Source: an optimization exercise on an open RTL-to-GDS flow (aim: small area). Production flows keep margins and buffers that such runs may drop.
The RTL was checked by simulation tests, not by an equivalence proof against the original design.
Power figures rest on the tool's default switching activity, not on a simulated workload.

==> flow/design.v (excerpt) <==
module auc_loader
#(
  parameter int WIDTH = auc_pkg::AUC_WIDTH,
  parameter int BUS   = auc_pkg::AUC_BUS,
  parameter int DEPTH = auc_pkg::AUC_DEPTH
) (
  input  logic             clk,
  input  logic             rst,
  input  logic             host_wr,
  input  logic [BUS-1:0]   host_wdat,
  output logic             host_rdy,
  input  logic             host_cmd_vld,
  input  logic [2:0]       host_cmd_mode,
  output logic             host_cmd_rdy,
  input  logic             core_busy,
  output logic [WIDTH-1:0] auc_dat,
  output logic             auc_start,
  output logic [2:0]       auc_mode,
  output logic             ldr_busy,
  output logic             ldr_err
);
export LEC_CHECK = 0
export CAP_MARGIN = 20
export CORE_MARGIN = 2
export CORE_UTILIZATION = 60
export SLEW_MARGIN = 20
create_clock -name core_clock -period 4.0 [get_ports {clk}]
run.sh (not shown) runs the stock make flow with config.mk's settings and CLKGATE_MAP_FILE= SYNTH_SCRIPT=/design/flow/synth_recipe.tcl, a recipe that flattens the netlist after the stock synthesis.
Next try:
==> flow/flow/run.sh (new file) <==
#!/bin/bash
set -uo pipefail
cts_args=$(cat flow/cts_args.txt)
cat >> config.mk <<EOC
export BUFFER_PORTS_ARGS = -buffer_cell sky130_fd_sc_hd__buf_1
export CTS_ARGS = ${cts_args}
EOC
cp config.mk config_used.log
bash standard.sh > standard.log 2>&1
==> flow/flow/cts_args.txt (new file) <==
-sink_clustering_enable -repair_clock_nets -sink_clustering_size 20 -sink_clustering_max_diameter 50 -buf_list sky130_fd_sc_hd__clkbuf_8 -dont_use_dummy_load
==> flow/standard.sh (new file) <==
#!/bin/bash
# synth_recipe.tcl (not shown) runs the flow's synth.tcl, then flattens the netlist and writes it again
# the make line also repeats each setting of config.mk as NAME=value (left out here)
make -C /OpenROAD-flow-scripts/flow DESIGN_CONFIG=/design/flow/config.mk WORK_HOME=/design/flow/orfs CLKGATE_MAP_FILE= SYNTH_SCRIPT=/design/flow/synth_recipe.tcl "${@:-finish}"
BUFFER_PORTS_ARGS = -buffer_cell sky130_fd_sc_hd__buf_1   (was default)
CORE_UTILIZATION = 75   (was 60)
CTS_ARGS = -sink_clustering_enable -repair_clock_nets -sink_clustering_size 20 -sink_clustering_max_diameter 50 -buf_list sky130_fd_sc_hd__clkbuf_8 -dont_use_dummy_load   (was default)
removed: flow/run.sh
The new run finished clean.
Design area went down by roughly a tenth.
Cell count went down by roughly a tenth.
Power went down by about a fifth.
Next try:
CORE_UTILIZATION = 60   (was 75)
Outcome: The new run completed with no timing, DRC or antenna violations; design area climbs by 1.2%; utilization shrinks by 16 points; flip-flop and latch count is unchanged; setup slack gains 0.025 ns; routed wire length is higher by 2.8%; via count fell by about 1.4%; register-to-register slack gets worse by 0.19 ns.
Next try:
==> flow/run.sh (new file) <==
#!/bin/bash
# synth_recipe.tcl (not shown) runs the flow's synth.tcl, then flattens the netlist and writes it again
# the make line also repeats each setting of config.mk as NAME=value (left out here)
make -C /OpenROAD-flow-scripts/flow DESIGN_CONFIG=/design/flow/config.mk WORK_HOME=/design/flow/orfs CLKGATE_MAP_FILE= SYNTH_SCRIPT=/design/flow/synth_recipe.tcl finish
BUFFER_PORTS_ARGS = default   (was -buffer_cell sky130_fd_sc_hd__buf_1)
CTS_ARGS = default   (was -sink_clustering_enable -repair_clock_nets -sink_clustering_size 20 -sink_clustering_max_diameter 50 -buf_list sky130_fd_sc_hd__clkbuf_8 -dont_use_dummy_load)
CTS_BUF_LIST = sky130_fd_sc_hd__clkbuf_8   (was default)
CTS_CLUSTER_DIAMETER = 60   (was default)
CTS_CLUSTER_SIZE = 20   (was default)
removed: flow/flow/run.sh
removed: flow/flow/cts_args.txt
removed: flow/standard.sh
Final area grows by a few percent.
Power rose by a few percent.
Area after synthesis does not change.
Sequential cell count does not change.
Wire length goes up slightly.
First-iteration DRC count goes up by about a fifth.
Die area does not change.
Combinational power rises by a quarter to a third.
Final cell count stays flat.
Next try:
==> flow/flow/run.sh (new file) <==
#!/bin/bash
set -uo pipefail
cts_args=$(cat flow/cts_args.txt)
cat >> config.mk <<EOC
export BUFFER_PORTS_ARGS = -buffer_cell sky130_fd_sc_hd__buf_1
export CTS_ARGS = ${cts_args}
EOC
cp config.mk config_used.log
bash standard.sh > standard.log 2>&1
==> flow/flow/cts_args.txt (new file) <==
-sink_clustering_enable -repair_clock_nets -sink_clustering_size 20 -sink_clustering_max_diameter 50 -buf_list sky130_fd_sc_hd__clkbuf_8 -dont_use_dummy_load
==> flow/standard.sh (new file) <==
#!/bin/bash
# synth_recipe.tcl (not shown) runs the flow's synth.tcl, then flattens the netlist and writes it again
# the make line also repeats each setting of config.mk as NAME=value (left out here)
make -C /OpenROAD-flow-scripts/flow DESIGN_CONFIG=/design/flow/config.mk WORK_HOME=/design/flow/orfs CLKGATE_MAP_FILE= SYNTH_SCRIPT=/design/flow/synth_recipe.tcl "${@:-finish}"
BUFFER_PORTS_ARGS = -buffer_cell sky130_fd_sc_hd__buf_1   (was default)
CORE_UTILIZATION = 75   (was 60)
CTS_ARGS = -sink_clustering_enable -repair_clock_nets -sink_clustering_size 20 -sink_clustering_max_diameter 50 -buf_list sky130_fd_sc_hd__clkbuf_8 -dont_use_dummy_load   (was default)
CTS_BUF_LIST = default   (was sky130_fd_sc_hd__clkbuf_8)
CTS_CLUSTER_DIAMETER = default   (was 60)
CTS_CLUSTER_SIZE = default   (was 20)
GPL_TIMING_DRIVEN = 0   (was default)
removed: flow/run.sh
Effect: Global-route usage rises by 4.5 points. Routed wire length fell by 4.3%. Sequential power stays flat. Via count rises by 1.4%. Non-clock buffer count rises by 50. Setup slack degrades by 0.16 ns. Critical path depth grows by 1. Final area is lower by 5.3%. Fmax came out lower by 4.3%. Synthesized area does not change. Hold slack gets worse by 0.30 ns.

[separate check: timing with driven ports]
The results above use ideal ports. As a check the final layouts listed here were re-extracted and re-timed, cells and wires unchanged. Step 1: set_driving_cell puts a clkbuf_16 on clk and a buf_2 on each other input, an assumption about the parent block. Step 2 also shifts input and output timing later by t, the mid clock arrival at the registers, as if the neighbouring blocks saw the same clock. Three values: ideal ports, drivers, drivers and shift; two values: the first two.
| run | t (ns) | setup WS [ns] | worst slew at a driven data input, ns | cell pins on the clock port's net |
|---|---|---|---|---|
| the first run | 0.676 | 0.451 / 0.391 / 0.563 | 0.04 | 1 |
| the second run | 0.734 | 0.661 / 0.605 / 1.025 | 0.05 | 1 |
| the third run | 0.708 | 0.686 / 0.629 / 0.819 | 0.07 | 1 |
| the fourth run | 0.750 | 0.345 / 0.289 / 0.602 | 0.04 | 1 |
| the fifth run | 0.722 | 0.181 / 0.126 / 0.848 | 0.04 | 1 |
After both steps every run listed still meets setup and hold.
